Source: an optimization exercise on an open RTL-to-GDS flow (aim: a short achievable clock period and few clock cycles per item). Production flows keep margins and buffers that such runs may drop.
RTL that was checked went through simulation tests only; none was proved equivalent to the original.
No functional check of the RTL was part of runs 1 to 3 and 5.
Power and IR drop assume default switching activity.

**flow/constraint.sdc**
```tcl
create_clock -name core_clock -period 5.0 [get_ports {clk}]
set_input_delay 1.0000 -clock core_clock [delete_from_list [all_inputs] [get_ports {clk}]]
set_output_delay 1.0000 -clock core_clock [all_outputs]
set_load 0.01 [all_outputs]
```
**flow/run.sh**
```bash
#!/bin/bash
# synth_recipe.tcl (not shown) runs the flow's synth.tcl, then flattens the netlist and writes it again
# the make line also repeats each setting of config.mk as NAME=value (left out here)
make -C /OpenROAD-flow-scripts/flow DESIGN_CONFIG=/design/flow/config.mk WORK_HOME=/design/flow/orfs CLKGATE_MAP_FILE= SYNTH_SCRIPT=/design/flow/synth_recipe.tcl finish
```
**flow/design.v**
```verilog
package pssm_pkg;
  localparam int PAGE_W  = 6;
  localparam int FRAME_W = 5;
  localparam int LOC_W   = 6;
  localparam int OUT_W   = 6;
  localparam int NUM_PAGES  = 64;
  localparam int SWAP_SLOTS = 64;
  localparam int SLOT_W     = $clog2(SWAP_SLOTS);
  localparam int GROUP_W    = 16;
  localparam int SUB_W      = 4;
  localparam int NUM_GROUPS = NUM_PAGES / GROUP_W;
  localparam int NUM_SUBS   = GROUP_W / SUB_W;
  localparam int GRP_W      = $clog2(NUM_GROUPS);
  localparam int POS_W      = $clog2(GROUP_W);
  localparam int SUBPOS_W   = $clog2(SUB_W);
  localparam int SUBIDX_W   = $clog2(NUM_SUBS);
  localparam int K_W        = $clog2(NUM_GROUPS + 1);
  typedef logic [1:0] opcode_t;
  localparam opcode_t OP_FIND     = 2'd0;
  localparam opcode_t OP_SWAP_OUT = 2'd1;
  localparam opcode_t OP_SWAP_IN  = 2'd2;
  localparam opcode_t OP_LOAD     = 2'd3;
  typedef logic [1:0] status_t;
  localparam status_t ST_DONE      = 2'd0;
  localparam status_t ST_NO_VALID  = 2'd1;
  localparam status_t ST_SWAP_FULL = 2'd2;
  typedef struct packed {
    logic [LOC_W-1:0]  location;
    logic [PAGE_W-1:0] vpage;
    logic              dirty;
  } row_t;
  typedef struct packed {
    logic accept;
    logic scan_step;
    logic rd_issue;
    logic exec;
    logic fail;
    logic load_out;
  } cmd_t;
  typedef struct packed {
    opcode_t op;
    logic    scan_hit;
    logic    scan_last;
    logic    out_free;
  } stat_t;
endpackage
module pssm_nand2 (input logic a, input logic b, output logic y);
  assign y = ~(a & b);
endmodule
module pssm_nor2 (input logic a, input logic b, output logic y);
  assign y = ~(a | b);
endmodule
module pssm_inv (input logic a, output logic y);
  assign y = ~a;
endmodule
module pssm_pfx_or64 (
  input  logic [63:0] x,
  output logic [63:0] y
);
  logic [64*7-1:0] s;
  assign s[63:0] = x;
  for (genvar k = 0; k < 6; k++) begin : g_lvl
    for (genvar i = 0; i < 64; i++) begin : g_bit
      if (i >= (1 << k)) begin : g_op
        if (k % 2 == 0) begin : g_nor
          pssm_nor2 u (.a(s[64*k + i]), .b(s[64*k + i - (1 << k)]), .y(s[64*(k+1) + i]));
        end else begin : g_nand
          pssm_nand2 u (.a(s[64*k + i]), .b(s[64*k + i - (1 << k)]), .y(s[64*(k+1) + i]));
        end
      end else begin : g_pass
        pssm_inv u (.a(s[64*k + i]), .y(s[64*(k+1) + i]));
      end
    end
  end
  assign y = s[64*7-1 -: 64];
endmodule
module pssm_pfx_and64 (
  input  logic [63:0] x,
  output logic [63:0] y
);
  logic [64*7-1:0] s;
  assign s[63:0] = x;
  for (genvar k = 0; k < 6; k++) begin : g_lvl
    for (genvar i = 0; i < 64; i++) begin : g_bit
      if (i >= (1 << k)) begin : g_op
        if (k % 2 == 0) begin : g_nand
          pssm_nand2 u (.a(s[64*k + i]), .b(s[64*k + i - (1 << k)]), .y(s[64*(k+1) + i]));
        end else begin : g_nor
          pssm_nor2 u (.a(s[64*k + i]), .b(s[64*k + i - (1 << k)]), .y(s[64*(k+1) + i]));
        end
      end else begin : g_pass
        pssm_inv u (.a(s[64*k + i]), .y(s[64*(k+1) + i]));
      end
    end
  end
  assign y = s[64*7-1 -: 64];
endmodule
module pssm_sel64 (
  input  logic [63:0] sel,
  input  logic [63:0] d,
  output logic        y_n
);
  logic [127:0] s;    
  for (genvar i = 0; i < 64; i++) begin : g_leaf
    pssm_nand2 u (.a(sel[i]), .b(d[i]), .y(s[64 + i]));
  end
  for (genvar n = 1; n < 64; n++) begin : g_node
    if ((n >= 32) || (n >= 8 && n < 16) || (n >= 2 && n < 4)) begin : g_nand
      pssm_nand2 u (.a(s[2*n]), .b(s[2*n + 1]), .y(s[n]));
    end else begin : g_nor
      pssm_nor2 u (.a(s[2*n]), .b(s[2*n + 1]), .y(s[n]));
    end
  end
  assign y_n = s[1];
endmodule
import pssm_pkg::*;
module page_swap_slot_manager (
  input  logic                clk,
  input  logic                rst,
  input  logic                req_valid,
  output logic                req_ready,
  input  logic [1:0]          req_opcode,
  input  logic [PAGE_W-1:0]   req_page_number,
  input  logic [FRAME_W-1:0]  req_frame_number,
  input  logic                req_load_valid,
  output logic                rsp_valid,
  input  logic                rsp_ready,
  output logic [OUT_W-1:0]    rsp_victim_page,
  output logic [OUT_W-1:0]    rsp_swap_slot,
  output logic [1:0]          rsp_status
);
  localparam int CAP = 6;    
  function automatic logic [5:0] enc64(input logic [63:0] oh);
    logic [5:0] r;
    integer i;
    r = '0;
    for (i = 0; i < 64; i = i + 1) if (oh[i]) r = r | 6'(i);
    enc64 = r;
  endfunction
  logic                 req_ready_q;
  logic                 i_valid;
  logic [1:0]           i_op;
  logic [PAGE_W-1:0]    i_page;
  logic [NUM_PAGES-1:0] i_page_oh;
  logic [FRAME_W-1:0]   i_frame;
  logic                 i_lv;
  assign req_ready = req_ready_q;
  always_ff @(posedge clk) begin
    i_op      <= req_opcode;
    i_page    <= req_page_number;
    i_page_oh <= NUM_PAGES'(1) << req_page_number;
    i_frame   <= req_frame_number;
    i_lv      <= req_load_valid;
    i_valid   <= !rst && req_valid && req_ready_q;
  end
  logic [NUM_PAGES-1:0]  entry_valid;      
  logic [SWAP_SLOTS-1:0] slot_used;        
  logic [NUM_PAGES-1:0]  ptr_mask;         
  logic [LOC_W-1:0]      loc [NUM_PAGES];  
  logic                 d_valid;
  logic                 d_find, d_out, d_in, d_load;
  logic [PAGE_W-1:0]    d_page;
  logic [NUM_PAGES-1:0] d_page_oh;
  logic [FRAME_W-1:0]   d_frame;
  logic                 d_lv;
  logic [LOC_W-1:0]     d_l_bin;           
  logic                 d_fwd_out;         
  logic                 d_fwd_fr;          
  logic                  w_valid;          
  logic [1:0]            w_status;
  logic                  w_find_ok;        
  logic                  w_out_ok;         
  logic [SWAP_SLOTS-1:0] w_new_oh;
  logic [NUM_PAGES-1:0]  w_clr_oh;         
  logic                  w_in;             
  logic [LOC_W-1:0]      w_l_bin;
  logic                  w_we;             
  logic [PAGE_W-1:0]     w_page;
  logic [FRAME_W-1:0]    w_frame;
  logic [LOC_W-1:0]      w_s_bin;
  logic [LOC_W-1:0]      w_loc;
  assign w_s_bin = enc64(w_new_oh);
  assign w_loc   = w_out_ok ? w_s_bin : LOC_W'(w_frame);
  logic                  x_we;
  logic [PAGE_W-1:0]     x_page;
  logic [LOC_W-1:0]      x_loc;
  logic                  match_d, match_w, match_x;
  logic [NUM_PAGES-1:0]  loc_bits [LOC_W];
  logic [LOC_W-1:0]      rd_n;
  always_comb begin
    for (int b = 0; b < LOC_W; b++)
      for (int j = 0; j < NUM_PAGES; j++) loc_bits[b][j] = loc[j][b];
  end
  for (genvar b = 0; b < LOC_W; b++) begin : g_rd
    pssm_sel64 u_rd (.sel(i_page_oh), .d(loc_bits[b]), .y_n(rd_n[b]));
  end
  always_comb begin
    match_d = d_valid && (d_page == i_page);
    match_w = w_we && (w_page == i_page);
    match_x = x_we && (x_page == i_page);
  end
  always_ff @(posedge clk) begin
    d_page    <= i_page;
    d_page_oh <= i_page_oh;
    d_frame   <= i_frame;
    d_lv      <= i_lv;
    d_find    <= i_op == OP_FIND;
    d_out     <= i_op == OP_SWAP_OUT;
    d_in      <= i_op == OP_SWAP_IN;
    d_load    <= i_op == OP_LOAD;
    d_fwd_out <= match_d && d_out;
    d_fwd_fr  <= match_d && (d_in || d_load);
    d_l_bin   <= match_w ? w_loc : match_x ? x_loc : ~rd_n;
  end
  logic                  is_find, is_out, is_in, is_load;
  logic [NUM_PAGES-1:0]  ve, sm, pm, pv, ptr_next;
  logic                  any_m, any_v;
  logic [SWAP_SLOTS-1:0] pa, used_out, used_in, new_oh, loc_oh;
  logic                  full, fwd_hit;
  logic [LOC_W-1:0]      l_sel;
  logic                  v_we, v_new;
  pssm_pfx_or64  u_pm (.x(sm), .y(pm));
  pssm_pfx_or64  u_pv (.x(ve), .y(pv));
  pssm_pfx_and64 u_pa (.x(slot_used), .y(pa));
  always_comb begin
    is_find = d_valid && d_find;
    is_out  = d_valid && d_out;
    is_in   = d_valid && d_in;
    is_load = d_valid && d_load;
    ve       = entry_valid & ~w_clr_oh;
    sm       = ve & ptr_mask;
    any_m    = pm[NUM_PAGES-1];
    any_v    = pv[NUM_PAGES-1];
    ptr_next = pm | (pv & {NUM_PAGES{!any_m}}) | (ptr_mask & {NUM_PAGES{!any_v}});
    full     = pa[SWAP_SLOTS-1];
    used_out = slot_used | {pa[SWAP_SLOTS-2:0], 1'b1};
    new_oh   = ~slot_used & {pa[SWAP_SLOTS-2:0], 1'b1};
    fwd_hit = d_fwd_out && w_out_ok;
    l_sel   = d_fwd_fr ? LOC_W'(w_frame) : d_l_bin;
    loc_oh  = fwd_hit ? w_new_oh : (SWAP_SLOTS'(1) << l_sel);
    used_in = slot_used & ~loc_oh;
    v_we  = is_in || is_load;
    v_new = is_in || d_lv;
  end
  always_ff @(posedge clk) begin
    if (rst) begin
      d_valid     <= 1'b0;
      entry_valid <= '0;
      slot_used   <= '0;
      ptr_mask    <= '1;
      for (int i = 0; i < NUM_PAGES; i++) loc[i] <= '0;
      w_valid     <= 1'b0;
      w_we        <= 1'b0;
      w_clr_oh    <= '0;
      x_we        <= 1'b0;
    end else begin
      d_valid <= i_valid;
      for (int i = 0; i < NUM_PAGES; i++) begin
        if (v_we && d_page_oh[i]) entry_valid[i] <= v_new;
        else if (w_clr_oh[i])     entry_valid[i] <= 1'b0;
      end
      if (is_find) ptr_mask <= ptr_next;
      if (is_out) slot_used <= used_out;
      else if (is_in) slot_used <= used_in;
      w_valid  <= d_valid;
      w_we     <= is_in || is_load || (is_out && !full);
      w_clr_oh <= d_page_oh & {NUM_PAGES{is_out && !full}};
      x_we     <= w_we;
      for (int i = 0; i < NUM_PAGES; i++)
        if (x_we && x_page == PAGE_W'(i)) loc[i] <= x_loc;
    end
  end
  always_ff @(posedge clk) begin
    w_page    <= d_page;
    w_frame   <= d_frame;
    w_new_oh  <= new_oh;
    w_out_ok  <= is_out && !full;
    w_find_ok <= is_find && any_v;
    w_in      <= is_in;
    w_l_bin   <= fwd_hit ? w_s_bin : l_sel;
    w_status  <= (is_find && !any_v) ? ST_NO_VALID :
                 (is_out && full)    ? ST_SWAP_FULL : ST_DONE;
    x_page    <= w_page;
    x_loc     <= w_loc;
  end
  logic [13:0]          w_rsp;    
  logic [NUM_PAGES-1:0] first;    
  always_comb begin
    first = ptr_mask & ~{ptr_mask[NUM_PAGES-2:0], 1'b0};
    w_rsp = {w_find_ok ? OUT_W'(enc64(first)) : OUT_W'(0),
             w_out_ok ? OUT_W'(w_s_bin) : w_in ? OUT_W'(w_l_bin) : OUT_W'(0),
             w_status};
  end
  logic [13:0] q_mem [8];
  logic [2:0]  q_rp, q_wp;
  logic [2:0]  flight;
  logic        h_free, q_empty, q_pop, q_push, acc, pop;
  always_comb begin
    h_free  = !rsp_valid || rsp_ready;
    q_empty = (q_rp == q_wp);
    q_pop   = h_free && !q_empty;
    q_push  = w_valid && !(h_free && q_empty);
    acc     = req_valid && req_ready_q;
    pop     = rsp_valid && rsp_ready;
  end
  always_ff @(posedge clk) begin
    if (rst) begin
      rsp_valid   <= 1'b0;
      q_rp        <= '0;
      q_wp        <= '0;
      flight      <= '0;
      req_ready_q <= 1'b1;
    end else begin
      if (h_free) rsp_valid <= !q_empty || w_valid;
      if (q_pop) q_rp <= q_rp + 1'b1;
      if (q_push) q_wp <= q_wp + 1'b1;
      if (acc && !pop) begin
        flight      <= flight + 1'b1;
        req_ready_q <= (flight < 3'(CAP - 1));
      end else if (!acc && pop) begin
        flight      <= flight - 1'b1;
        req_ready_q <= 1'b1;
      end else begin
        req_ready_q <= (flight < 3'(CAP));
      end
    end
  end
  always_ff @(posedge clk) begin
    if (q_push) q_mem[q_wp] <= w_rsp;
    if (h_free) {rsp_victim_page, rsp_swap_slot, rsp_status} <= q_empty ? w_rsp : q_mem[q_rp];
  end
endmodule
```
**flow/config.mk**
```make
export PLATFORM = sky130hd
export DESIGN_NAME = page_swap_slot_manager
export DESIGN_NICKNAME = page_swap_slot_manager
export VERILOG_FILES = /design/flow/design.v
export SDC_FILE = /design/flow/constraint.sdc
export NUM_CORES = 4
export LEC_CHECK = 0
export CAP_MARGIN = 30
export CORE_MARGIN = 2
export CORE_UTILIZATION = 40
export PLACE_DENSITY = 0.6
export SETUP_SLACK_MARGIN = 3.3
export SLEW_MARGIN = 20
export SYNTH_HIERARCHICAL = 1
```
==> results.yml, run 1 <==
status:
  outcome: "no timing/DRC/antenna violations"
power_and_ir_drop:
  p_int_mw: 13.8
  p_leak_nw: 24.7
  p_per_area_nw_per_um2: 304
  p_clk_share_pct: 46.5
  p_comb_share_pct: 5.5
  ir_drop_mv: 0.312
  power_frac_seq_pct: 48.0
  power.share.switching_pct: 23.6
  p_sw_mw: 4.26
sta:
  slew_viol_final: 0
  relSlewSlack_pct: 38.4
  rsz0062_at_grt: "yes"
  period_minus_slack_ns: 2.32
  setup_ws_ns: 2.68
  skew_ns: 0.0394
  tightest_slew_ns: 0.922
  holdWs_ns: 0.326
  hold_viol: 0
  period_share_pct: 46.3
  setup_viol: 0
  final.setup.tns_ns: 0
  fmax_ghz: 0.432
synth:
  synth_area_per_cell_um2: 7.86
  netlist_area_um2: 46100
  synth_cell_types: 67
  ys_seq_elements: 1049
  synth-edff-count: 126
  seq_area_frac_synth_pct: 48.2
  syn_inst: 5869
  netlist_top_cells_area: "dfxtp_1 (40%), nand2_1 (13%), edfxtp_1 (8.2%)"
  yosysWarningCount: 11
  synth_top_area_share_pct: 40.0
  synth_top_area_cell: "dfxtp_1"
  synthArstFlopShare_pct: 0
  synthFlopType: "dfxtp_1"
die:
  dieArea_um2: 118000
  io_pins: 34
  initial_core_util_pct: 40.4
  die_w_um: 344
  die_h_um: 344
  num_rows: 124
  core-area_um2: 114000
grt:
  grt_pass1_vias: 38272
  grt_overflow: 0
  grt_max_degree: 195
  track_usage_pct: 26.6
  grt_first_pass_wirelength_mm: 240
  antenna_found_initial: 10
placed_design:
  post-place-cells: 7003
  post-place-ws_ns: 1.81
  gp_congestion: 1.03
  portBuffers: 33
  hpwl_mm: 107
route:
  vias_per_cell: 5.46
  num_vias: 41218
  avgRoutedWirePerCell_um: 21.8
  firstDrtPassIters: 10
  postRouteAntennaNets: 0
  first_iter_violations: 3994
  drc_errors: 0
  wl_mm: 164
cells_and_area:
  finalNonFillerCells: 7549
  final_util_pct: 51.9
  layout_commonest_cell: "nand2_1"
  nNetsFinal: 5966
  multi_input_comb_area_um2: 25100
  register_area_um2: 22700
  fill_cells: 10354
  final_cell_mix: "nand2_1 (1410), dfxtp_1 (721), nor2_1 (623)"
  drive_gt1_share_pct: 27.3
  area_delta_synth_final_pct: 28.6
setup_path:
  worstPathRequired_ns: 5.44
  startpoint_type: "flop"
  cp_max_fo: 3
  end_kind: "flop"
  rr_worst_depth: 5
  crit_type: "flop to flop"
  worstPathArrival_ns: 2.76
clock_network:
  cts.reportedPaths.clkPinSlew_ns: 0.06
  cts.sinks: 1049
  postCtsHoldBufs: 0
  h-tree-depth: 3
  clk_path_buf_depth: 3
  clock_latency_ns: 0.72
  cts_buffers: 109
  cts_tree: "built"
  ctsRootBufferMaster: "clkbuf_16"
hold_path:
  hold_path.class: "flop to flop"
  hold_depth: 0
run:
  maxCapViolations: 0
[worst paths after layout]
path                             start                         end  slack [ns]
hold reg to reg     d_frame[1]$_DFF_P_          w_frame[1]$_DFF_P_        0.33
hold / removal      d_frame[1]$_DFF_P_          w_frame[1]$_DFF_P_        0.33
setup reg to reg  w_new_oh[54]$_DFF_P_  rsp_swap_slot[5]$_DFFE_PN_        2.68
setup / recovery  w_new_oh[54]$_DFF_P_  rsp_swap_slot[5]$_DFFE_PN_        2.68
[flip-flops by register name, summed over array words and instances, names as in the netlist, 6 cells and up, named ones only]
name / cells
x_page: 6
w_l_bin: 6
ptr_mask: 64
w_new_oh: 64
loc: 384
w_clr_oh: 64
entry_valid: 64
d_page: 6
rsp_victim_page: 6
x_loc: 6
rsp_swap_slot: 6
i_page: 6
q_mem: 112
d_page_oh: 64
i_page_oh: 64
d_l_bin: 6
w_page: 6
slot_used: 64
[power by group through the flow]
stage	registers (mW)	clock network (mW)	logic (mW)
finish	8.67	8.40	0.989
global route	8.67	8.88	1.04
CTS	8.68	8.51	0.894
detailed placement	8.89	0	0.679
global placement	8.90	0	0.663
floorplan	8.82	0	0.531
[cell usage after synthesis (4+ instances only)]
library cell and n:
mux2i_1 140, a2111oi_0 12, edfxtp_1 126, nand4_1 12
nor2b_1 184, and3_1 4, nor2_2 17, buf_1 21
xnor2_1 12, nand2_1 1545, nor2_1 857, xor2_1 14
nand3_1 282, o221ai_1 17, nor4_1 23, inv_1 222
nand2b_1 23, dfxtp_1 923, or2_2 8, o211ai_1 49
o21a_1 10, mux4_2 28, a21oi_1 470, buf_2 8
a32o_1 41, ha_1 4, mux2_2 8, and2_1 132
o21ai_0 37, a211oi_1 128, buf_4 192, nor3_2 4
clkbuf_1 238, nor3_1 21
[modules after synthesis (local to each module, per instance), a selection]
module                  flip-flops and latches  area, µm²  cells inside
pssm_pfx_or64                                0        480            64
pssm_nand2                                   0       3.75             1
pssm_inv                                     0       3.75             1
pssm_nor2                                    0       3.75             1
page_swap_slot_manager                    1049      37500          3763
pssm_pfx_and64                               0        480            64
[layer usage]
layer  up-vias  track usage (%)  part of all wire [%]
met1     19802             36.9                    44
met5         -                0                0.0079
met3       394             3.67                   7.1
met2      1682             41.7                    45
met4         2             11.1                   4.2
li1      19338                -                     -
[cells by family after synthesis]
logic type      after synthesis  share of synthesized area, %
compound gates              794                          10.5
mux                         176                          4.60
xor+xnor                     26                         0.494
simple gates               3135                          28.8
buf+inv                     684                          7.15
fa+ha+maj                     5                         0.152
flops                      1049                          48.2
[layout make-up]
type / instances / area share (%)
clock buffers: 153 / 5.26
well taps: 1512 / 3.19
inverters: 225 / 1.52
multi-input cells: 4139 / 42.3
repair buffers: 411 / 8.15
flip-flops and latches: 1049 / 38.3
diodes: 2 / 0.00843
repair inverters: 8 / 0.333
clock inverters: 50 / 0.983
[stage by stage]
stage	area, µm²	power [mW]
floorplan	47100	9.36
global placement	47100	9.56
detailed placement	47100	9.57
CTS	56300	18.1
global route	59300	18.6
finish	59300	18.1
[worst max-delay path, cell delays in order, from the launching register on]
cell and delay [ns]:
dfxtp_4 0.34, or4_1 0.51, or3_4 0.44, o31a_1 0.33, a21o_4 0.24, o21a_4 0.21
[repair_timing]
| item | CTS | global route |
|---|---|---|
| gates resized for setup | 918 | 624 |
| setup endpoints to repair | 966 | 888 |
| gates cloned | 28 | 6 |
| pin swaps | 157 | 249 |
| setup buffers | 231 | 75 |
==> inputs of run 2 (changes only) <==
--- a/flow/design.v
+++ b/flow/design.v
@@ -50,6 +50,9 @@
 module pssm_nor2 (input logic a, input logic b, output logic y);
   assign y = ~(a | b);
 endmodule
+module pssm_nand3 (input logic a, input logic b, input logic c, output logic y);
+  assign y = ~(a & b & c);
+endmodule
 module pssm_inv (input logic a, output logic y);
   assign y = ~a;
 endmodule
@@ -96,13 +99,14 @@
   assign y = s[64*7-1 -: 64];
 endmodule
 module pssm_sel64 (
-  input  logic [63:0] sel,
+  input  logic [7:0]  hi,
+  input  logic [7:0]  lo,
   input  logic [63:0] d,
   output logic        y_n
 );
   logic [127:0] s;    
   for (genvar i = 0; i < 64; i++) begin : g_leaf
-    pssm_nand2 u (.a(sel[i]), .b(d[i]), .y(s[64 + i]));
+    pssm_nand3 u (.a(hi[i / 8]), .b(lo[i % 8]), .c(d[i]), .y(s[64 + i]));
   end
   for (genvar n = 1; n < 64; n++) begin : g_node
     if ((n >= 32) || (n >= 8 && n < 16) || (n >= 2 && n < 4)) begin : g_nand
@@ -113,6 +117,29 @@
   end
   assign y_n = s[1];
 endmodule
+module pssm_enc64 (
+  input  logic [63:0] x,
+  output logic [5:0]  y_n
+);
+  for (genvar b = 0; b < 6; b++) begin : g_bit
+    logic [31:0] t;
+    logic [63:0] s;    
+    for (genvar i = 0; i < 64; i++) begin : g_pick
+      if ((i >> b) % 2 == 1) begin : g_on
+        assign t[((i >> (b + 1)) << b) | (i % (1 << b))] = x[i];
+      end
+    end
+    assign s[63:32] = t;
+    for (genvar n = 1; n < 32; n++) begin : g_node
+      if ((n >= 8 && n < 16) || (n >= 2 && n < 4)) begin : g_nand
+        pssm_nand2 u (.a(s[2*n]), .b(s[2*n + 1]), .y(s[n]));
+      end else begin : g_nor
+        pssm_nor2 u (.a(s[2*n]), .b(s[2*n + 1]), .y(s[n]));
+      end
+    end
+    assign y_n[b] = s[1];
+  end
+endmodule
 import pssm_pkg::*;
 module page_swap_slot_manager (
   input  logic                clk,
@@ -129,26 +156,23 @@
   output logic [OUT_W-1:0]    rsp_swap_slot,
   output logic [1:0]          rsp_status
 );
-  localparam int CAP = 6;    
-  function automatic logic [5:0] enc64(input logic [63:0] oh);
-    logic [5:0] r;
-    integer i;
-    r = '0;
-    for (i = 0; i < 64; i = i + 1) if (oh[i]) r = r | 6'(i);
-    enc64 = r;
-  endfunction
+  localparam int CAP = 5;    
   logic                 req_ready_q;
   logic                 i_valid;
   logic [1:0]           i_op;
   logic [PAGE_W-1:0]    i_page;
-  logic [NUM_PAGES-1:0] i_page_oh;
+  logic [7:0]           i_pg_hi;           
+  logic [7:0]           i_pg_lo;           
+  logic                 rst_q;             
   logic [FRAME_W-1:0]   i_frame;
   logic                 i_lv;
   assign req_ready = req_ready_q;
   always_ff @(posedge clk) begin
     i_op      <= req_opcode;
     i_page    <= req_page_number;
-    i_page_oh <= NUM_PAGES'(1) << req_page_number;
+    i_pg_hi   <= 8'(1) << req_page_number[5:3];
+    i_pg_lo   <= 8'(1) << req_page_number[2:0];
+    rst_q     <= rst;
     i_frame   <= req_frame_number;
     i_lv      <= req_load_valid;
     i_valid   <= !rst && req_valid && req_ready_q;
@@ -179,7 +203,9 @@
   logic [FRAME_W-1:0]    w_frame;
   logic [LOC_W-1:0]      w_s_bin;
   logic [LOC_W-1:0]      w_loc;
-  assign w_s_bin = enc64(w_new_oh);
+  logic [LOC_W-1:0]      w_s_bin_n;
+  pssm_enc64 u_enc_s (.x(w_new_oh), .y_n(w_s_bin_n));
+  assign w_s_bin = ~w_s_bin_n;
   assign w_loc   = w_out_ok ? w_s_bin : LOC_W'(w_frame);
   logic                  x_we;
   logic [PAGE_W-1:0]     x_page;
@@ -192,7 +218,7 @@
       for (int j = 0; j < NUM_PAGES; j++) loc_bits[b][j] = loc[j][b];
   end
   for (genvar b = 0; b < LOC_W; b++) begin : g_rd
-    pssm_sel64 u_rd (.sel(i_page_oh), .d(loc_bits[b]), .y_n(rd_n[b]));
+    pssm_sel64 u_rd (.hi(i_pg_hi), .lo(i_pg_lo), .d(loc_bits[b]), .y_n(rd_n[b]));
   end
   always_comb begin
     match_d = d_valid && (d_page == i_page);
@@ -201,7 +227,7 @@
   end
   always_ff @(posedge clk) begin
     d_page    <= i_page;
-    d_page_oh <= i_page_oh;
+    for (int j = 0; j < NUM_PAGES; j++) d_page_oh[j] <= i_pg_hi[j / 8] && i_pg_lo[j % 8];
     d_frame   <= i_frame;
     d_lv      <= i_lv;
     d_find    <= i_op == OP_FIND;
@@ -244,17 +270,24 @@
   end
   always_ff @(posedge clk) begin
     if (rst) begin
-      d_valid     <= 1'b0;
+      d_valid <= 1'b0;
+      w_valid <= 1'b0;
+      w_we    <= 1'b0;
+      x_we    <= 1'b0;
+    end else begin
+      d_valid <= i_valid;
+      w_valid <= d_valid;
+      w_we    <= is_in || is_load || (is_out && !full);
+      x_we    <= w_we;
+    end
+  end
+  always_ff @(posedge clk) begin
+    if (rst_q) begin
       entry_valid <= '0;
       slot_used   <= '0;
       ptr_mask    <= '1;
       for (int i = 0; i < NUM_PAGES; i++) loc[i] <= '0;
-      w_valid     <= 1'b0;
-      w_we        <= 1'b0;
-      w_clr_oh    <= '0;
-      x_we        <= 1'b0;
     end else begin
-      d_valid <= i_valid;
       for (int i = 0; i < NUM_PAGES; i++) begin
         if (v_we && d_page_oh[i]) entry_valid[i] <= v_new;
         else if (w_clr_oh[i])     entry_valid[i] <= 1'b0;
@@ -262,16 +295,13 @@
       if (is_find) ptr_mask <= ptr_next;
       if (is_out) slot_used <= used_out;
       else if (is_in) slot_used <= used_in;
-      w_valid  <= d_valid;
-      w_we     <= is_in || is_load || (is_out && !full);
-      w_clr_oh <= d_page_oh & {NUM_PAGES{is_out && !full}};
-      x_we     <= w_we;
       for (int i = 0; i < NUM_PAGES; i++)
         if (x_we && x_page == PAGE_W'(i)) loc[i] <= x_loc;
     end
   end
   always_ff @(posedge clk) begin
     w_page    <= d_page;
+    w_clr_oh  <= d_page_oh & {NUM_PAGES{is_out && !full}};
     w_frame   <= d_frame;
     w_new_oh  <= new_oh;
     w_out_ok  <= is_out && !full;
@@ -285,13 +315,15 @@
   end
   logic [13:0]          w_rsp;    
   logic [NUM_PAGES-1:0] first;    
+  logic [PAGE_W-1:0]    victim_n;
+  assign first = ptr_mask & ~{ptr_mask[NUM_PAGES-2:0], 1'b0};
+  pssm_enc64 u_enc_v (.x(first), .y_n(victim_n));
   always_comb begin
-    first = ptr_mask & ~{ptr_mask[NUM_PAGES-2:0], 1'b0};
-    w_rsp = {w_find_ok ? OUT_W'(enc64(first)) : OUT_W'(0),
+    w_rsp = {w_find_ok ? OUT_W'(~victim_n) : OUT_W'(0),
              w_out_ok ? OUT_W'(w_s_bin) : w_in ? OUT_W'(w_l_bin) : OUT_W'(0),
              w_status};
   end
-  logic [13:0] q_mem [8];
+  logic [13:0] q_mem [4];
   logic [2:0]  q_rp, q_wp;
   logic [2:0]  flight;
   logic        h_free, q_empty, q_pop, q_push, acc, pop;
@@ -326,7 +358,7 @@
     end
   end
   always_ff @(posedge clk) begin
-    if (q_push) q_mem[q_wp] <= w_rsp;
-    if (h_free) {rsp_victim_page, rsp_swap_slot, rsp_status} <= q_empty ? w_rsp : q_mem[q_rp];
+    if (w_valid) q_mem[q_wp[1:0]] <= w_rsp;
+    if (h_free) {rsp_victim_page, rsp_swap_slot, rsp_status} <= q_empty ? w_rsp : q_mem[q_rp[1:0]];
   end
 endmodule
==> results.yml, run 2 <==
placed_design:
  post-place-ws_ns: 2.08
  gp_congestion: 1.01
  hpwl_mm: 96.7
  portBuffers: 33
setup_path:
  worstPathArrival_ns: 2.87
  r2r-start: "entry_valid[48]$_SDFFE_PP0P_"
  end_kind: "flop"
  startpoint_type: "flop"
  cp_max_fo: 4
  rr_worst_depth: 11
  r2r_end: "ptr_mask[53]$_SDFFE_PP1P_"
  reg2reg_slack_ns: 2.73
  worstPathRequired_ns: 5.59
  crit_type: "flop to flop"
power_and_ir_drop:
  ir_drop_mv: 0.256
  p_clk_share_pct: 46.7
  power_frac_seq_pct: 45.8
  p_leak_nw: 24.8
  p_comb_share_pct: 7.6
  power.share.switching_pct: 24.6
  total_power_mw: 17.0
  p_int_mw: 12.8
  p_per_area_nw_per_um2: 285
  p_sw_mw: 4.18
synth:
  synthArstFlopShare_pct: 0
  synth_top_area_cell: "dfxtp_1"
  syn_inst: 6015
  netlist_top_cells_area: "dfxtp_1 (39%), nand2_1 (10%), nor2_1 (9.1%)"
  synth_top_area_share_pct: 38.6
  synth_cell_types: 66
  synth.most_common_cell: "nand2_1"
  seq_area_frac_synth_pct: 43.3
  synth-edff-count: 70
  yosysWarningCount: 11
  synth_area_per_cell_um2: 7.54
  ys_seq_elements: 945
  synthFlopType: "dfxtp_1"
  ys_top_cells_by_count: "nand2_1 (1212), nor2_1 (1103), dfxtp_1 (875), nand3_1 (658), a21oi_1 (464)"
  netlist_area_um2: 45400
cells_and_area:
  area_delta_synth_final_pct: 31.7
  regMostFlops: "loc"
  multi_input_comb_area_um2: 27900
  largest_reg_flops: 384
  nNetsFinal: 6142
  drive_gt1_share_pct: 31.9
  register_area_um2: 20100
  layout_commonest_cell: "nand2_1"
  final_cell_mix: "nand2_1 (958), nor2_1 (701), dfxtp_1 (686)"
  fill_cells: 10176
  antennaDiodeCount: 0
grt:
  grt_first_pass_wirelength_mm: 239
  grt_pass1_vias: 39003
  antenna_found_initial: 3
  track_usage_pct: 26.4
  grt_max_degree: 157
  grt_overflow: 0
route:
  vias_per_cell: 5.55
  num_vias: 42716
  first_iter_violations: 4646
  drc_errors: 0
  avgRoutedWirePerCell_um: 21.9
  postRouteAntennaNets: 0
  firstDrtPassIters: 8
  wl_mm: 168
die:
  num_rows: 123
  die_w_um: 341
  dieArea_um2: 116000
  die_h_um: 341
  initial_core_util_pct: 40.3
  io_pins: 34
  core-area_um2: 112000
clock_network:
  cts.reportedPaths.clkPinSlew_ns: 0.07
  cts.sinks: 945
  ctsRootBufferMaster: "clkbuf_16"
  cts_tree: "built"
  clock_latency_ns: 0.70
  clk_path_buf_depth: 3
  cts_buffers: 101
  h-tree-depth: 3
hold_path:
  worstHoldStart: "i_frame[1]$_DFF_P_"
  hold_depth: 0
  hold_path.class: "flop to flop"
  hold_end: "d_frame[1]$_DFF_P_"
sta:
  period_share_pct: 45.5
  relSlewSlack_pct: 28.3
  hold_viol: 0
  final.setup.tns_ns: 0
  tightest_slew_ns: 1.07
  setup_ws_ns: 2.73
  rsz0062_at_grt: "yes"
  setup_viol: 0
  skew_ns: 0.0425
  slew_viol_final: 0
  period_minus_slack_ns: 2.27
  fmax_ghz: 0.440
run:
  maxCapViolations: 0
status:
  outcome: "no timing/DRC/antenna violations"
run 2: layer usage:
layer	vias up	global-route usage, %	part of all wire, %
met2	1954	40.6	44
met4	2	10.6	5.0
met5	-	0	0.0077
li1	19949	-	-
met3	468	4.46	8.2
met1	20343	36.8	42
run 2: power by group through the flow:
stage | Sequential (mW) | Combinational, mW | Clock (mW)
after floorplan | 7.99 | 0.595 | 0
after global placement | 8.05 | 0.782 | 0
after detailed placement | 8.02 | 0.834 | 0
after CTS | 7.82 | 1.06 | 8.01
after global routing | 7.79 | 1.34 | 8.34
final | 7.79 | 1.29 | 7.94
run 2: layout make-up:
class,instances,area share [%]
clock buffer,137,4.78
clock inverter,46,1.09
inverter,199,1.29
multi-input combinational,4430,46.7
sequential,945,33.6
tap,1500,3.14
timing repair buffer,432,9.22
timing repair inverter,7,0.222
run 2: logic make-up (layout without fill, tap and decap cells):
group	after synthesis	count (layout)	synth area share, %
muxes	155	155	3.85
and+or+nand+nor	3475	3489	34.4
DFF	945	945	43.3
AOI/OAI and AO/OA	747	748	9.86
adders and majority gates	8	8	0.237
xor gates and xnor gates	30	30	0.579
buffers and inverters	655	821	7.80
run 2: metrics by stage:
stage                     hold WS, ns  util (%)  std cells  cell area [µm²]
after detailed placement        0.313      41.2       7161            46300
after global routing            0.328      53.1       7696            59700
after CTS                       0.328      48.8       7554            54900
final                           0.325      53.1       7696            59700
after floorplan                 0.310         -       6015            46300
after global placement          0.313      40.9       7147            46100
run 2: worst max-delay path: stages, from the launching register on:
cell     delay, ns
dfxtp_1       0.29
nor2b_2       0.16
and2_4        0.17
nor2_2        0.15
nand2_1       0.16
nor2_1        0.29
nand2_1       0.15
nor2_1        0.17
nand2_1       0.14
a21oi_4       0.19
nor2_1        0.07
a211o_1       0.23
run 2: how the worst max path moves through the flow:
stage | from | endpoint | slack (ns)
2_1_floorplan | req_valid | flight[2]$_SDFFE_PP0P_ | 2.78
3_5_place_dp | req_valid | flight[2]$_SDFFE_PP0P_ | 2.08
5_1_grt | rsp_swap_slot[3]$_DFFE_PN_ | rsp_swap_slot[3] | 2.72
3_3_place_gp | req_valid | flight[2]$_SDFFE_PP0P_ | 2.12
4_1_cts | rsp_victim_page[0]$_DFFE_PN_ | rsp_victim_page[0] | 2.74
6_report | entry_valid[48]$_SDFFE_PP0P_ | ptr_mask[53]$_SDFFE_PP1P_ | 2.73
run 2: repair_timing:
action	4_1_cts	5_1_grt
resized for setup	968	894
setup endpoints to repair	777	609
gates cloned	35	26
pin swaps	244	364
buffers inserted	175	114
hold buffers	0	0
run 2: Yosys stat by module, one instance, submodules excluded, excerpt:
| module | flip-flops and latches | cells | cell area, µm² | copies in the design |
|---|---|---|---|---|
| page_swap_slot_manager | 945 | 3525 | 34800 | 1 |
| pssm_nor2 | 0 | 1 | 3.75 | 870 |
| pssm_nand3 | 0 | 1 | 5.00 | 384 |
| pssm_inv | 0 | 1 | 3.75 | 189 |
| pssm_enc64 | 0 | 6 | 45.0 | 2 |
| pssm_pfx_or64 | 0 | 64 | 480 | 2 |
| pssm_pfx_and64 | 0 | 64 | 480 | 1 |
| pssm_nand2 | 0 | 1 | 3.75 | 843 |
==> inputs of run 3 (changes only) <==
--- a/flow/design.v
+++ b/flow/design.v
@@ -53,6 +53,9 @@
 module pssm_nand3 (input logic a, input logic b, input logic c, output logic y);
   assign y = ~(a & b & c);
 endmodule
+module pssm_a22oi (input logic a1, input logic a2, input logic b1, input logic b2, output logic y);
+  assign y = ~((a1 & a2) | (b1 & b2));
+endmodule
 module pssm_inv (input logic a, output logic y);
   assign y = ~a;
 endmodule
@@ -77,6 +80,34 @@
   end
   assign y = s[64*7-1 -: 64];
 endmodule
+module pssm_pfx_or64_and (
+  input  logic [63:0] a,
+  input  logic [63:0] b,
+  output logic [63:0] y
+);
+  logic [64*6-1:0] s;    
+  for (genvar i = 0; i < 64; i++) begin : g_first
+    if (i >= 1) begin : g_op
+      pssm_a22oi u (.a1(a[i]), .a2(b[i]), .b1(a[i-1]), .b2(b[i-1]), .y(s[i]));
+    end else begin : g_pass
+      pssm_nand2 u (.a(a[i]), .b(b[i]), .y(s[i]));
+    end
+  end
+  for (genvar k = 1; k < 6; k++) begin : g_lvl
+    for (genvar i = 0; i < 64; i++) begin : g_bit
+      if (i >= (1 << k)) begin : g_op
+        if (k % 2 == 0) begin : g_nor
+          pssm_nor2 u (.a(s[64*(k-1) + i]), .b(s[64*(k-1) + i - (1 << k)]), .y(s[64*k + i]));
+        end else begin : g_nand
+          pssm_nand2 u (.a(s[64*(k-1) + i]), .b(s[64*(k-1) + i - (1 << k)]), .y(s[64*k + i]));
+        end
+      end else begin : g_pass
+        pssm_inv u (.a(s[64*(k-1) + i]), .y(s[64*k + i]));
+      end
+    end
+  end
+  assign y = s[64*6-1 -: 64];
+endmodule
 module pssm_pfx_and64 (
   input  logic [63:0] x,
   output logic [63:0] y
@@ -195,7 +226,6 @@
   logic                  w_find_ok;        
   logic                  w_out_ok;         
   logic [SWAP_SLOTS-1:0] w_new_oh;
-  logic [NUM_PAGES-1:0]  w_clr_oh;         
   logic                  w_in;             
   logic [LOC_W-1:0]      w_l_bin;
   logic                  w_we;             
@@ -239,22 +269,20 @@
     d_l_bin   <= match_w ? w_loc : match_x ? x_loc : ~rd_n;
   end
   logic                  is_find, is_out, is_in, is_load;
-  logic [NUM_PAGES-1:0]  ve, sm, pm, pv, ptr_next;
+  logic [NUM_PAGES-1:0]  pm, pv, ptr_next;
   logic                  any_m, any_v;
   logic [SWAP_SLOTS-1:0] pa, used_out, used_in, new_oh, loc_oh;
   logic                  full, fwd_hit;
   logic [LOC_W-1:0]      l_sel;
   logic                  v_we, v_new;
-  pssm_pfx_or64  u_pm (.x(sm), .y(pm));
-  pssm_pfx_or64  u_pv (.x(ve), .y(pv));
+  pssm_pfx_or64_and u_pm (.a(entry_valid), .b(ptr_mask), .y(pm));
+  pssm_pfx_or64     u_pv (.x(entry_valid), .y(pv));
   pssm_pfx_and64 u_pa (.x(slot_used), .y(pa));
   always_comb begin
     is_find = d_valid && d_find;
     is_out  = d_valid && d_out;
     is_in   = d_valid && d_in;
     is_load = d_valid && d_load;
-    ve       = entry_valid & ~w_clr_oh;
-    sm       = ve & ptr_mask;
     any_m    = pm[NUM_PAGES-1];
     any_v    = pv[NUM_PAGES-1];
     ptr_next = pm | (pv & {NUM_PAGES{!any_m}}) | (ptr_mask & {NUM_PAGES{!any_v}});
@@ -265,8 +293,8 @@
     l_sel   = d_fwd_fr ? LOC_W'(w_frame) : d_l_bin;
     loc_oh  = fwd_hit ? w_new_oh : (SWAP_SLOTS'(1) << l_sel);
     used_in = slot_used & ~loc_oh;
-    v_we  = is_in || is_load;
-    v_new = is_in || d_lv;
+    v_we  = is_in || is_load || (is_out && !full);
+    v_new = is_in || (is_load && d_lv);
   end
   always_ff @(posedge clk) begin
     if (rst) begin
@@ -290,7 +318,6 @@
     end else begin
       for (int i = 0; i < NUM_PAGES; i++) begin
         if (v_we && d_page_oh[i]) entry_valid[i] <= v_new;
-        else if (w_clr_oh[i])     entry_valid[i] <= 1'b0;
       end
       if (is_find) ptr_mask <= ptr_next;
       if (is_out) slot_used <= used_out;
@@ -301,7 +328,6 @@
   end
   always_ff @(posedge clk) begin
     w_page    <= d_page;
-    w_clr_oh  <= d_page_oh & {NUM_PAGES{is_out && !full}};
     w_frame   <= d_frame;
     w_new_oh  <= new_oh;
     w_out_ok  <= is_out && !full;
@@ -323,17 +349,17 @@
              w_out_ok ? OUT_W'(w_s_bin) : w_in ? OUT_W'(w_l_bin) : OUT_W'(0),
              w_status};
   end
-  logic [13:0] q_mem [4];
-  logic [2:0]  q_rp, q_wp;
-  logic [2:0]  flight;
-  logic        h_free, q_empty, q_pop, q_push, acc, pop;
+  logic [13:0] q_mem [8];
+  logic [2:0]  q_rp, q_wp, q_rp1;
+  logic [CAP-1:0] flight;    
+  logic [13:0] head0, head1;
+  logic        acc, pop;
   always_comb begin
-    h_free  = !rsp_valid || rsp_ready;
-    q_empty = (q_rp == q_wp);
-    q_pop   = h_free && !q_empty;
-    q_push  = w_valid && !(h_free && q_empty);
-    acc     = req_valid && req_ready_q;
-    pop     = rsp_valid && rsp_ready;
+    acc   = req_valid && req_ready_q;
+    pop   = rsp_valid && rsp_ready;
+    q_rp1 = q_rp + 1'b1;
+    head0 = (q_rp != q_wp) ? q_mem[q_rp] : w_rsp;     
+    head1 = (q_rp1 != q_wp) ? q_mem[q_rp1] : w_rsp;   
   end
   always_ff @(posedge clk) begin
     if (rst) begin
@@ -343,22 +369,22 @@
       flight      <= '0;
       req_ready_q <= 1'b1;
     end else begin
-      if (h_free) rsp_valid <= !q_empty || w_valid;
-      if (q_pop) q_rp <= q_rp + 1'b1;
-      if (q_push) q_wp <= q_wp + 1'b1;
+      rsp_valid <= (pop ? (q_rp1 != q_wp) : (q_rp != q_wp)) || w_valid;
+      if (pop) q_rp <= q_rp1;
+      if (w_valid) q_wp <= q_wp + 1'b1;
       if (acc && !pop) begin
-        flight      <= flight + 1'b1;
-        req_ready_q <= (flight < 3'(CAP - 1));
+        flight      <= {flight[CAP-2:0], 1'b1};
+        req_ready_q <= !flight[CAP-2];
       end else if (!acc && pop) begin
-        flight      <= flight - 1'b1;
+        flight      <= {1'b0, flight[CAP-1:1]};
         req_ready_q <= 1'b1;
       end else begin
-        req_ready_q <= (flight < 3'(CAP));
+        req_ready_q <= !flight[CAP-1];
       end
     end
   end
   always_ff @(posedge clk) begin
-    if (w_valid) q_mem[q_wp[1:0]] <= w_rsp;
-    if (h_free) {rsp_victim_page, rsp_swap_slot, rsp_status} <= q_empty ? w_rsp : q_mem[q_rp[1:0]];
+    if (w_valid) q_mem[q_wp] <= w_rsp;
+    {rsp_victim_page, rsp_swap_slot, rsp_status} <= pop ? head1 : head0;
   end
 endmodule
==> results.yml, run 3 <==
power_and_ir_drop:
  ir_drop_mv: 0.291
  total_power_mw: 16.9
  p_leak_nw: 24.2
  p_sw_mw: 4.00
  power.share.switching_pct: 23.7
  p_int_mw: 12.9
  power_frac_seq_pct: 45.9
  p_clk_share_pct: 48.0
  p_per_area_nw_per_um2: 278
  p_comb_share_pct: 6.0
clock_network:
  cts.reportedPaths.clkPinSlew_ns: 0.06
  ctsRootBufferMaster: "clkbuf_16"
  cts_buffers: 101
  cts_tree: "built"
  cts.sinks: 940
  clock_latency_ns: 0.71
  postCtsHoldBufs: 0
  clk_path_buf_depth: 3
  h-tree-depth: 3
sta:
  skew_ns: 0.0427
  fmax_ghz: 0.444
  slew_viol_final: 0
  final.setup.tns_ns: 0
  relSlewSlack_pct: 30.9
  setup_viol: 0
  holdWs_ns: 0.326
  hold_viol: 0
  period_share_pct: 45.1
  rsz0062_at_grt: "yes"
  tightest_slew_ns: 1.04
  period_minus_slack_ns: 2.25
die:
  initial_core_util_pct: 40.5
  die_h_um: 345
  core-area_um2: 115000
  io_pins: 34
  num_rows: 124
  die_w_um: 345
  dieArea_um2: 119000
setup_path:
  path_delay_family: "simple AND/OR/NAND/NOR gates"
  crit_path_end: "entry_valid[8]$_SDFFE_PP0P_"
  cp.depth: 13
  rr_worst_depth: 13
  r2r-start: "slot_used[57]$_SDFFE_PP0P_"
  crit_chain: "nand2_2 > nor2_2 > nand2_1 > nor2_2 > nand2_2 > nor2_4 > nor2b_2 > o31a_4 > buf_12 > buf_16 > nand2_1 > a22oi_1 > nor2_1"
  reg2reg_slack_ns: 2.75
  critPathBufInv: 2
  startpoint_type: "flop"
  cp_max_fo: 8
  r2r_end: "entry_valid[8]$_SDFFE_PP0P_"
  crit_type: "flop to flop"
  critPathSlowestCell: "o31a_4"
  end_kind: "flop"
  worstPathRequired_ns: 5.62
  cpPeakStageDelay_ns: 0.44
  worstPathArrival_ns: 2.88
  cp-startpoint: "slot_used[57]$_SDFFE_PP0P_"
cells_and_area:
  regMostFlops: "loc"
  final_cell_mix: "nand2_1 (995), nor2_1 (689), nand3_1 (604)"
  nNetsFinal: 6188
  finalInstanceArea_um2: 60800
  area_delta_synth_final_pct: 30.9
  top_regs: "loc x384, q_mem x112"
  largest_reg_flops: 384
  layout_commonest_cell: "nand2_1"
  drive_gt1_share_pct: 34.1
route:
  firstDrtPassIters: 8
  num_vias: 44025
  drc_errors: 0
  avgRoutedWirePerCell_um: 21.6
  wl_mm: 168
  vias_per_cell: 5.67
  first_iter_violations: 4693
  postRouteAntennaNets: 0
synth:
  synth.most_common_cell: "nand2_1"
  synth_top_area_cell: "dfxtp_1"
  synthArstFlopShare_pct: 0
  synthFlopType: "dfxtp_1"
  netlist_top_cells_area: "dfxtp_1 (36%), nand2_1 (10%), nor2_1 (9.1%)"
  synth-edff-count: 112
  ys_top_cells_by_count: "nand2_1 (1281), nor2_1 (1131), dfxtp_1 (828), nand3_1 (653), a21oi_1 (442)"
  synth_area_per_cell_um2: 7.65
  synth_top_area_share_pct: 35.7
  synth_cell_types: 68
  netlist_area_um2: 46400
  yosysWarningCount: 11
  ys_seq_elements: 940
  syn_inst: 6068
  seq_area_frac_synth_pct: 43.0
status:
  outcome: "no timing/DRC/antenna violations"
placed_design:
  dpl_cell_area_um2: 46800
  hpwl_mm: 96.8
  gp_congestion: 0.978
  portBuffers: 33
grt:
  grt_max_degree: 119
  grt_first_pass_wirelength_mm: 240
  track_usage_pct: 25.9
  grt_pass1_vias: 40029
  antenna_found_initial: 4
  grt_overflow: 0
hold_path:
  hold_path.class: "flop to flop"
run:
  maxCapViolations: 0
-- run 3: kinds of logic (layout without fill, tap and decap cells) --
family / after synthesis / in the layout / share of synthesized area [%]
simple gates: 3416 / 3427 / 31.7
mux: 205 / 205 / 5.96
fa+ha+maj: 4 / 4 / 0.108
xor+xnor: 28 / 28 / 0.585
flops: 940 / 940 / 43.0
other cells: 0 / 5 / 0
buf+inv: 683 / 852 / 7.47
compound gates: 792 / 793 / 11.2
-- run 3: layout make-up --
| type | instances | area, µm² |
|---|---|---|
| Clock buffer | 139 | 2940 |
| Tap cell | 1512 | 1890 |
| Clock inverter | 47 | 677 |
| Inverter | 211 | 832 |
| Sequential cell | 940 | 20600 |
| Fill cell | 10272 | 53900 |
| Timing Repair inverter | 7 | 173 |
| Timing Repair Buffer | 448 | 5460 |
| Multi-Input combinational cell | 4457 | 28200 |
| Antenna cell | 5 | 12.5 |
-- run 3: per-module statistics from Yosys, one instance, submodules excluded, a selection --
module | cells inside | flops+latches | cell area (µm²)
pssm_pfx_or64_and | 64 | 0 | 480
pssm_nand2 | 1 | 0 | 3.75
pssm_a22oi | 1 | 0 | 12.5
pssm_nor2 | 1 | 0 | 3.75
pssm_nand3 | 1 | 0 | 5.00
pssm_pfx_or64 | 64 | 0 | 480
-- run 3: worst min-delay path by stage --
stage / startpoint / endpoint / slack [ns] / cells past startpoint
floorplan: i_frame[0]$_DFF_P_ / d_frame[0]$_DFF_P_ / 0.31 / 0
global placement: d_frame[0]$_DFF_P_ / w_frame[0]$_DFF_P_ / 0.31 / 0
detailed placement: i_frame[3]$_DFF_P_ / d_frame[3]$_DFF_P_ / 0.31 / 0
CTS: i_frame[3]$_DFF_P_ / d_frame[3]$_DFF_P_ / 0.33 / 0
global route: i_frame[2]$_DFF_P_ / d_frame[2]$_DFF_P_ / 0.34 / 0
finish: i_frame[3]$_DFF_P_ / d_frame[3]$_DFF_P_ / 0.33 / 0
-- run 3: metrics by stage --
step | utilization, % | cells | setup WS, ns
2_1_floorplan | - | 6068 | 3.08
3_3_place_gp | 40.7 | 7190 | 2.20
3_5_place_dp | 40.9 | 7197 | 2.17
4_1_cts | 48.6 | 7611 | 2.79
5_1_grt | 53.0 | 7761 | 2.70
6_report | 53.0 | 7766 | 2.75
-- run 3: worst reg2reg max path, delay by kind of cell, from the launching register on --
family	cells	cell delay (ns)
AOI/OAI and AO/OA	2	0.51
DFF	1	0.37
buffers and inverters	2	0.34
and+or+nand+nor	9	0.97
-- run 3: metal layers --
metal	routed length (µm)	global-route usage (%)	vias to the layer above
met2	78000	41.9	1981
met3	13100	3.31	370
met1	70500	35.6	21297
li1	-	-	20377
met4	6120	8.80	0
met5	0	0	-
-- run 3: power groups by stage --
stage	clock (mW)	sequential [mW]	combinational (mW)
2_1_floorplan	0	7.92	0.448
3_3_place_gp	0	8.03	0.529
3_5_place_dp	0	8.02	0.551
4_1_cts	8.20	7.80	0.819
5_1_grt	8.52	7.75	1.06
6_report	8.11	7.75	1.02
-- run 3: timing repair --
item                       4_1_cts  5_1_grt
hold endpoints to repair         0        0
pin swaps                      259      463
buffers inserted               198      122
gates resized for setup       1071      941
cloned                          30       23
setup endpoints to repair      828      591
==> inputs of run 4 (changes only) <==
--- a/flow/design.v
+++ b/flow/design.v
@@ -56,6 +56,12 @@
 module pssm_a22oi (input logic a1, input logic a2, input logic b1, input logic b2, output logic y);
   assign y = ~((a1 & a2) | (b1 & b2));
 endmodule
+module pssm_a211oi (input logic a1, input logic a2, input logic b1, input logic c1, output logic y);
+  assign y = ~((a1 & a2) | b1 | c1);
+endmodule
+module pssm_o211ai (input logic a1, input logic a2, input logic b1, input logic c1, output logic y);
+  assign y = ~((a1 | a2) & b1 & c1);
+endmodule
 module pssm_inv (input logic a, output logic y);
   assign y = ~a;
 endmodule
@@ -171,6 +177,27 @@
     assign y_n[b] = s[1];
   end
 endmodule
+module pssm_zeros64 (
+  input  logic [63:0] x,
+  output logic        full_n,
+  output logic        one_n
+);
+  logic [127:0] a;    
+  logic [127:0] t;    
+  assign a[127:64] = x;
+  assign t[127:64] = '1;
+  for (genvar n = 1; n < 64; n++) begin : g_node
+    if ((n >= 32) || (n >= 8 && n < 16) || (n >= 2 && n < 4)) begin : g_pos
+      pssm_nand2   ua (.a(a[2*n]), .b(a[2*n+1]), .y(a[n]));
+      pssm_o211ai  ut (.a1(a[2*n]), .a2(a[2*n+1]), .b1(t[2*n]), .c1(t[2*n+1]), .y(t[n]));
+    end else begin : g_neg
+      pssm_nor2    ua (.a(a[2*n]), .b(a[2*n+1]), .y(a[n]));
+      pssm_a211oi  ut (.a1(a[2*n]), .a2(a[2*n+1]), .b1(t[2*n]), .c1(t[2*n+1]), .y(t[n]));
+    end
+  end
+  assign full_n = a[1];
+  assign one_n  = t[1];
+endmodule
 import pssm_pkg::*;
 module page_swap_slot_manager (
   input  logic                clk,
@@ -211,6 +238,7 @@
   logic [NUM_PAGES-1:0]  entry_valid;      
   logic [SWAP_SLOTS-1:0] slot_used;        
   logic [NUM_PAGES-1:0]  ptr_mask;         
+  logic                  full_q;           
   logic [LOC_W-1:0]      loc [NUM_PAGES];  
   logic                 d_valid;
   logic                 d_find, d_out, d_in, d_load;
@@ -278,6 +306,8 @@
   pssm_pfx_or64_and u_pm (.a(entry_valid), .b(ptr_mask), .y(pm));
   pssm_pfx_or64     u_pv (.x(entry_valid), .y(pv));
   pssm_pfx_and64 u_pa (.x(slot_used), .y(pa));
+  logic full_now, one_free;
+  pssm_zeros64 u_zeros (.x(slot_used), .full_n(full_now), .one_n(one_free));
   always_comb begin
     is_find = d_valid && d_find;
     is_out  = d_valid && d_out;
@@ -286,7 +316,7 @@
     any_m    = pm[NUM_PAGES-1];
     any_v    = pv[NUM_PAGES-1];
     ptr_next = pm | (pv & {NUM_PAGES{!any_m}}) | (ptr_mask & {NUM_PAGES{!any_v}});
-    full     = pa[SWAP_SLOTS-1];
+    full     = full_q;
     used_out = slot_used | {pa[SWAP_SLOTS-2:0], 1'b1};
     new_oh   = ~slot_used & {pa[SWAP_SLOTS-2:0], 1'b1};
     fwd_hit = d_fwd_out && w_out_ok;
@@ -314,12 +344,14 @@
       entry_valid <= '0;
       slot_used   <= '0;
       ptr_mask    <= '1;
+      full_q      <= 1'b0;
       for (int i = 0; i < NUM_PAGES; i++) loc[i] <= '0;
     end else begin
       for (int i = 0; i < NUM_PAGES; i++) begin
         if (v_we && d_page_oh[i]) entry_valid[i] <= v_new;
       end
       if (is_find) ptr_mask <= ptr_next;
+      full_q <= is_in ? 1'b0 : is_out ? one_free : full_now;
       if (is_out) slot_used <= used_out;
       else if (is_in) slot_used <= used_in;
       for (int i = 0; i < NUM_PAGES; i++)
==> results.yml, run 4 <==
status:
  outcome: "no timing/DRC/antenna violations"
grt:
  grt_pass1_vias: 41330
  grt_overflow: 0
  track_usage_pct: 26.3
  antenna_found_initial: 3
  grt_max_degree: 129
  grt_first_pass_wirelength_mm: 249
power_and_ir_drop:
  ir_drop_mv: 0.234
  p_leak_nw: 24.2
  power.share.switching_pct: 23.7
  p_per_area_nw_per_um2: 282
  power_frac_seq_pct: 45.3
  p_comb_share_pct: 5.5
  p_sw_mw: 4.06
  p_clk_share_pct: 49.2
  p_int_mw: 13.1
cells_and_area:
  largest_reg_flops: 384
  multi_input_comb_area_um2: 28900
  nNetsFinal: 6338
  regMostFlops: "loc"
  area_delta_synth_final_pct: 28.4
  top_regs: "loc x384, q_mem x112"
  layout_commonest_cell: "nand2_1"
  final_cell_mix: "nand2_1 (1104), nor2_1 (776), nand3_1 (636)"
  final_util_pct: 51.6
  fill_cells: 10873
  register_area_um2: 20600
  drive_gt1_share_pct: 30.7
placed_design:
  portBuffers: 33
  hpwl_mm: 103
  gp_congestion: 0.993
die:
  initial_core_util_pct: 40.2
  die_h_um: 348
  io_pins: 34
  num_rows: 126
  core-area_um2: 118000
  die_w_um: 348
  dieArea_um2: 121000
sta:
  hold_viol: 0
  final.setup.tns_ns: 0
  rsz0062_at_grt: "yes"
  tightest_slew_ns: 1.06
  fmax_ghz: 0.458
  slew_viol_final: 0
  relSlewSlack_pct: 29.5
  setup_viol: 0
  period_minus_slack_ns: 2.18
  period_share_pct: 43.6
  skew_ns: 0.0459
clock_network:
  postCtsHoldBufs: 0
  cts.reportedPaths.clkPinSlew_ns: 0.06
  cts_tree: "built"
  clock_latency_ns: 0.70
  clk_path_buf_depth: 3
  cts.sinks: 941
  h-tree-depth: 3
  ctsRootBufferMaster: "clkbuf_16"
  cts_buffers: 104
synth:
  netlist_area_um2: 47300
  yosysWarningCount: 11
  synth_area_per_cell_um2: 7.65
  syn_inst: 6191
setup_path:
  crit_chain: "buf_6"
  path_delay_family: "flip-flops"
  critPathBufInv: 1
  cp-startpoint: "rsp_swap_slot[2]$_DFF_P_"
  critPathSlowestCell: "dfxtp_2"
  r2r-start: "ptr_mask[57]$_SDFFE_PP1P_"
  crit_type: "flop to output pin"
  worstPathRequired_ns: 4.00
  cpPeakStageDelay_ns: 0.37
  end_kind: "output pin"
  worstPathArrival_ns: 1.18
  startpoint_type: "flop"
  cp_max_fo: 1
route:
  wl_mm: 170
  firstDrtPassIters: 8
  first_iter_violations: 4468
  avgRoutedWirePerCell_um: 21.4
  drc_errors: 0
  vias_per_cell: 5.63
  postRouteAntennaNets: 0
  num_vias: 44693
hold_path:
  hold_path.class: "flop to flop"
  worstHoldStart: "i_frame[2]$_DFF_P_"
run:
  maxCapViolations: 0
[run 4: final timing paths]
| check | depth (start not counted) | end | slack [ns] |
|---|---|---|---|
| max | 1 | rsp_swap_slot[2] | 2.82 |
| min | 0 | d_frame[2]$_DFF_P_ | 0.32 |
| max reg2reg | 12 | ptr_mask[38]$_SDFFE_PP1P_ | 2.94 |
| min reg2reg | 0 | d_frame[2]$_DFF_P_ | 0.32 |
[run 4: metal layers]
metal  part of all wire [%]  global-route usage [%]  routed length, µm  vias up
met3                    8.7                    4.30              14700      355
met2                     45                    40.9              75900     1970
met1                     43                    37.2              73800    21501
met5                 0.0076                       0                 13        -
met4                    3.3                    8.50               5610        2
li1                       -                       -                  -    20865
[run 4: layout make-up]
| cell class | instances | share of cell area [%] |
|---|---|---|
| diodes | 1 | 0.00412 |
| clock buffers | 147 | 5.01 |
| clock inverters | 47 | 1.20 |
| inverters | 211 | 1.35 |
| multi-input cells | 4643 | 47.5 |
| flip-flops and latches | 941 | 33.9 |
| well taps | 1536 | 3.16 |
| repair buffers | 413 | 7.83 |
| repair inverters | 2 | 0.0659 |
[run 4: metrics by stage]
step	worst slack [ns]	instances	total power [mW]	hold slack [ns]	instance area, µm²
floorplan	3.08	6254	8.38	0.310	47900
global placement	2.10	7403	8.59	0.311	48000
detailed placement	2.02	7411	8.60	0.312	48100
CTS	2.79	7802	17.1	0.324	56900
global route	2.79	7940	17.6	0.332	60800
finish	2.82	7941	17.1	0.323	60800
[run 4: power by group through the flow]
stage	Sequential, mW	Clock, mW	Combinational [mW]
after floorplan	7.93	0	0.452
after global placement	8.04	0	0.546
after detailed placement	8.03	0	0.568
after CTS	7.78	8.54	0.808
after global routing	7.77	8.87	0.983
final	7.77	8.43	0.934
[run 4: timing repair]
item | CTS | global route
pin swaps | 248 | 334
setup buffers | 175 | 126
hold endpoints to repair | 0 | 0
gates cloned | 22 | 12
gates resized for setup | 1112 | 733
endpoints found under the setup margin | 841 | 494
Testbench counts of run 4, summed over its fixed seeds: cycles 12,032, items 12,000.
==> inputs of run 5 (changes only) <==
--- a/flow/design.v
+++ b/flow/design.v
@@ -216,6 +216,7 @@
 );
   localparam int CAP = 5;    
   logic                 req_ready_q;
+  logic [CAP-1:0]       flight;            
   logic                 i_valid;
   logic [1:0]           i_op;
   logic [PAGE_W-1:0]    i_page;
@@ -233,7 +234,7 @@
     rst_q     <= rst;
     i_frame   <= req_frame_number;
     i_lv      <= req_load_valid;
-    i_valid   <= !rst && req_valid && req_ready_q;
+    i_valid   <= !rst && req_valid && !flight[CAP-1];
   end
   logic [NUM_PAGES-1:0]  entry_valid;      
   logic [SWAP_SLOTS-1:0] slot_used;        
@@ -383,14 +384,14 @@
   end
   logic [13:0] q_mem [8];
   logic [2:0]  q_rp, q_wp, q_rp1;
-  logic [CAP-1:0] flight;    
   logic [13:0] head0, head1;
-  logic        acc, pop;
+  logic        q_any, acc, pop;
   always_comb begin
-    acc   = req_valid && req_ready_q;
-    pop   = rsp_valid && rsp_ready;
+    q_any = (q_rp != q_wp);            
+    acc   = req_valid && !flight[CAP-1];   
+    pop   = q_any && rsp_ready;
     q_rp1 = q_rp + 1'b1;
-    head0 = (q_rp != q_wp) ? q_mem[q_rp] : w_rsp;     
+    head0 = q_any ? q_mem[q_rp] : w_rsp;              
     head1 = (q_rp1 != q_wp) ? q_mem[q_rp1] : w_rsp;   
   end
   always_ff @(posedge clk) begin
@@ -401,7 +402,7 @@
       flight      <= '0;
       req_ready_q <= 1'b1;
     end else begin
-      rsp_valid <= (pop ? (q_rp1 != q_wp) : (q_rp != q_wp)) || w_valid;
+      rsp_valid <= (pop ? (q_rp1 != q_wp) : q_any) || w_valid;
       if (pop) q_rp <= q_rp1;
       if (w_valid) q_wp <= q_wp + 1'b1;
       if (acc && !pop) begin
--- a/flow/config.mk
+++ b/flow/config.mk
@@ -7,8 +7,8 @@
 export LEC_CHECK = 0
 export CAP_MARGIN = 30
 export CORE_MARGIN = 2
-export CORE_UTILIZATION = 40
-export PLACE_DENSITY = 0.6
+export CORE_UTILIZATION = 60
+export PLACE_DENSITY = 0.72
 export SETUP_SLACK_MARGIN = 3.3
 export SLEW_MARGIN = 20
 export SYNTH_HIERARCHICAL = 1
==> results.yml, run 5 <==
clock_network:
  ctsRootBufferMaster: "clkbuf_16"
  cts.reportedPaths.clkPinSlew_ns: 0.07
  postCtsHoldBufs: 0
  cts_buffers: 98
  cts.sinks: 941
  clk_path_buf_depth: 3
  cts_tree: "built"
  h-tree-depth: 3
  clock_latency_ns: 0.68
route:
  postRouteAntennaNets: 0
  num_vias: 46892
  avgRoutedWirePerCell_um: 24.2
  drc_errors: 0
  vias_per_cell: 6.38
  first_iter_violations: 6664
  wl_mm: 178
  firstDrtPassIters: 7
cells_and_area:
  area_delta_synth_final_pct: 26.6
  top_regs: "loc x384, q_mem x112"
  drive_gt1_share_pct: 31.1
  nNetsFinal: 6255
  final_cell_mix: "nand2_1 (1090), nor2_1 (735), nand3_1 (608)"
  finalInstanceArea_um2: 59900
  largest_reg_flops: 384
  layout_commonest_cell: "nand2_1"
  regMostFlops: "loc"
sta:
  setup_viol: 0
  tightest_slew_ns: 1.02
  final.setup.tns_ns: 0
  holdWs_ns: 0.326
  slew_viol_final: 0
  setup_ws_ns: 2.72
  period_minus_slack_ns: 2.28
  period_share_pct: 45.6
  fmax_ghz: 0.439
  hold_viol: 0
  relSlewSlack_pct: 32.3
  rsz0062_at_grt: "yes"
  skew_ns: 0.0385
placed_design:
  dpl_cell_area_um2: 47400
  portBuffers: 33
  post-place-ws_ns: 2.04
  hpwl_mm: 96.9
  gp_congestion: 1.05
synth:
  yosysWarningCount: 11
  netlist_area_um2: 47300
  syn_inst: 6103
  synth_area_per_cell_um2: 7.75
setup_path:
  worstPathArrival_ns: 2.84
  end_kind: "flop"
  cp-startpoint: "ptr_mask[33]$_SDFFE_PP1P_"
  crit_type: "flop to flop"
  worstPathRequired_ns: 5.56
  r2r-start: "ptr_mask[33]$_SDFFE_PP1P_"
  cp_max_fo: 5
  startpoint_type: "flop"
die:
  initial_core_util_pct: 60.9
  core-area_um2: 77700
  dieArea_um2: 81100
  die_h_um: 285
  io_pins: 34
  num_rows: 102
  die_w_um: 285
grt:
  track_usage_pct: 39.0
  grt_overflow: 0
  grt_pass1_vias: 42315
  antenna_found_initial: 5
  grt_first_pass_wirelength_mm: 249
  grt_max_degree: 149
hold_path:
  hold_path.class: "flop to flop"
  worstHoldStart: "d_frame[3]$_DFF_P_"
power_and_ir_drop:
  p_per_area_nw_per_um2: 274
  total_power_mw: 16.4
  ir_drop_mv: 0.279
  p_leak_nw: 24.4
status:
  outcome: "no timing/DRC/antenna violations"
run:
  maxCapViolations: 0
==> run 5: what timing repair did <==
item / CTS / global route
pin swaps: 215 / 344
hold endpoints to repair: 0 / 0
endpoints found under the setup margin: 762 / 658
setup buffers: 171 / 104
gates cloned: 35 / 23
resized for setup: 977 / 800
==> run 5: worst paths after layout <==
| check | to | slack, ns | cells after the start |
|---|---|---|---|
| setup reg to reg | ptr_mask[55]$_SDFFE_PP1P_ | 2.72 | 10 |
| hold reg to reg | w_frame[3]$_DFF_P_ | 0.33 | 0 |
| setup / recovery | ptr_mask[55]$_SDFFE_PP1P_ | 2.72 | 10 |
| hold / removal | w_frame[3]$_DFF_P_ | 0.33 | 0 |
==> run 5: metrics by stage <==
step | utilization, % | std cells
floorplan | - | 6166
global placement | 60.7 | 6829
detailed placement | 61.0 | 6840
CTS | 71.8 | 7225
global route | 77.1 | 7352
finish | 77.1 | 7355
==> run 5: area by class of cell <==
class	instances	area (µm²)
Sequential cell	941	20700
Inverter	220	846
Antenna cell	3	7.51
Timing Repair inverter	2	32.5
Multi-Input combinational cell	4539	28000
Clock inverter	42	505
Fill cell	5155	17800
Timing Repair Buffer	431	5720
Clock buffer	137	2830
Tap cell	1040	1300
==> run 5: per-layer routing <==
metal / GRT usage (%) / routed length (µm)
met5: 0 / 133
met4: 20.9 / 13400
met3: 7.87 / 20400
met2: 61.4 / 78600
met1: 50.7 / 65500
==> run 5: where the power goes <==
part	internal, mW	leakage, nW	switching [mW]
clock	4.43	1.63	3.22
sequential	7.60	8.01	0.110
combinational	0.419	14.7	0.630
==> run 5: critical path, stage by stage, from the launching register on <==
cell	delay [ns]
dfxtp_4	0.39
a22oi_2	0.22
nand2_1	0.16
nor2_2	0.15
buf_4	0.13
nand2_1	0.23
nor2_1	0.33
nand2_1	0.12
a21oi_2	0.11
nor2_1	0.05
a211o_1	0.25

## afterwards: timing with drivers on the ports
No port has a modelled driver above. Below, the same layouts with a new extraction and two added sets of constraints.
Step 1 assumes that a clkbuf_16 drives the clock port and a buf_2 every other input.
Step 2 times the ports against the registers' clock, not the clock port: input delays grow and output delays shrink by t, the midpoint of the rising clock arrivals with the driver on.
Slacks: ideal ports / drivers / drivers and shift; pairs: ideal ports / drivers.
| run | t, ns | slack for setup (ns) | latest minus earliest clock arrival (ns) | cell pins on the clock port's net |
|---|---|---|---|---|
| run 1 | 0.773 | 2.683 / 2.640 / 2.301 | 0.041 / 0.042 | 1 |
| run 2 | 0.758 | 2.725 / 2.704 / 2.532 | 0.055 / 0.056 | 1 |
| run 3 | 0.756 | 2.745 / 2.721 / 2.643 | 0.046 / 0.047 | 1 |
| run 4 | 0.754 | 2.819 / 2.750 / 2.657 | 0.055 / 0.055 | 1 |
| run 5 | 0.730 | 2.721 / 2.721 / 2.408 | 0.039 / 0.039 | 1 |
After both steps every run listed still meets setup and hold. The setup slack of run 1, which loses most, moves by -0.043 ns with the drivers and by -0.382 ns with both steps.
